This is an optimization exercise on Yosys and OpenROAD, whose aim is small area and a short achievable clock period, not a production implementation.
Where RTL was checked, it was by simulation tests only, not by an equivalence proof against the original.
Power and IR drop assume default switching activity.

## async_fifo_1clk
module async_fifo_1clk (
    input  logic       clk,
    input  logic       rst_n,
    input  logic       winc,
    input  logic [7:0] wdata,
    output logic       wfull,
    output logic       half_full,
    input  logic       rinc,
    output logic [7:0] rdata,
    output logic       rempty,
    output logic       half_empty
);
For scale: about 5000 cells after synthesis, ~2200 flip-flops, ~24 I/O pins.
==> flow/config.mk <==
export PLATFORM = sky130hd
export DESIGN_NAME = async_fifo_1clk
export DESIGN_NICKNAME = async_fifo_1clk
export VERILOG_FILES = /design/flow/design.v
export SDC_FILE = /design/flow/constraint.sdc
export NUM_CORES = 4
export LEC_CHECK = 0
export CAP_MARGIN = 20
export CORE_MARGIN = 2
export CORE_UTILIZATION = 55
export CTS_CLUSTER_DIAMETER = 120
export CTS_CLUSTER_SIZE = 22
export SETUP_SLACK_MARGIN = 3.5
export SLEW_MARGIN = 20
==> flow/constraint.sdc <==
create_clock -name core_clock -period 6.0 [get_ports {clk}]
set_input_delay 1.2000 -clock core_clock [delete_from_list [all_inputs] [get_ports {clk}]]
set_output_delay 1.2000 -clock core_clock [all_outputs]
set_load 0.01 [all_outputs]
run.sh (not shown) runs the stock make flow with config.mk's settings and CLKGATE_MAP_FILE= SYNTH_SCRIPT=/design/flow/synth_recipe.tcl, a recipe that flattens the netlist after the stock synthesis.
Edit:
- CORE_UTILIZATION: 55 -> 45
- The changed run completed without violations
- hold slack improves by 0.016 ns
- first-iteration DRC count is higher by 1.2%
- utilization fell by 11 points
- fmax climbs by 0.45%
- flip-flop and latch count is unchanged
- sequential power barely changes
- synthesized area stays the same
- wire length is about the same
- die area climbs by 22%
- setup slack gets better by 0.012 ns
- global-route usage is lower by 6.8 points
No functional check of the RTL was part of any run of this note.

---

Another version of the RTL of async_fifo_1clk (not shown whole).
Size: ~5,000 cells after synthesis, ~24 I/O pins.
Design async_fifo_1clk, start of the top module:
module async_fifo_1clk (
    input  logic       clk,
    input  logic       rst_n,
    input  logic       winc,
    input  logic [7:0] wdata,
    output logic       wfull,
    output logic       half_full,
    input  logic       rinc,
    output logic [7:0] rdata,
    output logic       rempty,
    output logic       half_empty
);
clock: 6.0 ns
lec_check: 0
cap_margin: 10
core_margin: 2
core_utilization: 45
cts_cluster_diameter: 100
cts_cluster_size: 25
setup_slack_margin: 3.5
slew_margin: 10
Next try:
CAP_MARGIN = 20   (was 10)
CTS_CLUSTER_DIAMETER = 120   (was 100)
CTS_CLUSTER_SIZE = 22   (was 25)
SETUP_SLACK_MARGIN = 3.6   (was 3.5)
SLEW_MARGIN = 20   (was 10)
Result:
- The new run finished with timing, DRC and antenna clean
- die area does not change
- sequential power is about the same
- setup slack got worse by 4.1 ps
- area after synthesis stays the same
- utilization rose by 0.68 points
- via count rises slightly
- wire length is about the same
- register-to-register slack gains 250 ps
- clock-buffer cell count climbs by 24
- final area grows slightly
Next try:
CTS_CLUSTER_DIAMETER = 100   (was 120)
CTS_CLUSTER_SIZE = 25   (was 22)
SETUP_SLACK_MARGIN = 3.5   (was 3.6)
The changed run passed the timing, design-rule and antenna checks.
Synthesized cell count does not change.
Clock skew fell by 11 ps.
Via count decreases by 0.51%.
Critical path depth is unchanged.
Total power came out lower by 1.7%.
Worst setup slack barely changes.
Die area stays the same.
Non-clock buffer count came out lower by 30.
Utilization falls by 0.72 points.
Maximum frequency barely changes.
Next try:
CTS_CLUSTER_DIAMETER = 120   (was 100)
CTS_CLUSTER_SIZE = 22   (was 25)
SETUP_SLACK_MARGIN = 3.4   (was 3.5)
- The new run finished clean
- final area barely changes
- total power rises slightly
- non-clock buffer count does not change
- critical path depth increases by 2

---

async_fifo_1clk, a different RTL version from the one above (not shown whole).
Size: about 5000 cells after synthesis, ~2300 flip-flops, ~24 I/O pins.
Settings: LEC_CHECK=0, CAP_MARGIN=20, CORE_MARGIN=2, CORE_UTILIZATION=45, CTS_CLUSTER_DIAMETER=120, CTS_CLUSTER_SIZE=22, SETUP_SLACK_MARGIN=3.3, SLEW_MARGIN=20; clock period 6.0 ns.
The starting point produced a clean layout.
Then changed:
--- a/flow/config.mk
+++ b/flow/config.mk
@@ -13 +13 @@
-export SETUP_SLACK_MARGIN = 3.3
+export SETUP_SLACK_MARGIN = 3.5
=>
- The new run ran to the end with no violations
- area after synthesis stays the same
- clock-buffer cell count came out higher by 15
- die area stays the same
- core utilization came out higher by 0.37 points
- cell count stays flat
- synthesized cell count does not change
- wire length came out higher by 0.76%
- via count came out higher by 0.67%
- fmax came out higher by 5.4%
- total power came out higher by 0.37%
- global-route usage hardly moves

re-timing with driven ports:
The flow's constraints put no driver on any port. The routed layouts listed below were extracted and timed again, unchanged, in two steps. Step 1, drivers: a clkbuf_16 drives clk and a buf_2 each remaining input, both assumed. Step 2, shift: input delay + t, output delay - t, t = (earliest + latest rising clock arrival at the registers) / 2. This alone moves slack from input paths to output paths. a / b / c = ideal / step 1 / step 2; a / b = the first two.
run	t, ns	setup WS [ns]	worst setup path after step 2	latest minus earliest clock arrival (ns)
the first run of note 1	0.843	3.186 / 3.186 / 2.713	input to register	0.034 / 0.034
the second run of note 1	0.877	3.198 / 3.198 / 2.577	input to register	0.060 / 0.060
the first run of note 2	0.856	3.341 / 3.256 / 2.755	input to register	0.041 / 0.042
the second run of note 2	0.878	3.337 / 3.239 / 2.861	input to register	0.061 / 0.060
the third run of note 2	0.855	3.339 / 3.254 / 2.807	input to register	0.045 / 0.045
the fourth run of note 2	0.865	3.360 / 3.274 / 2.660	input to register	0.037 / 0.037
the first run of note 3	0.863	3.222 / 3.222 / 2.482	input to register	0.047 / 0.047
the second run of note 3	0.851	3.364 / 3.279 / 2.695	input to register	0.043 / 0.044
After both steps every run listed still meets setup and hold. For the first run of note 3, which loses most, drivers alone change the setup slack by 0.000 ns; drivers and shift together by -0.740 ns.
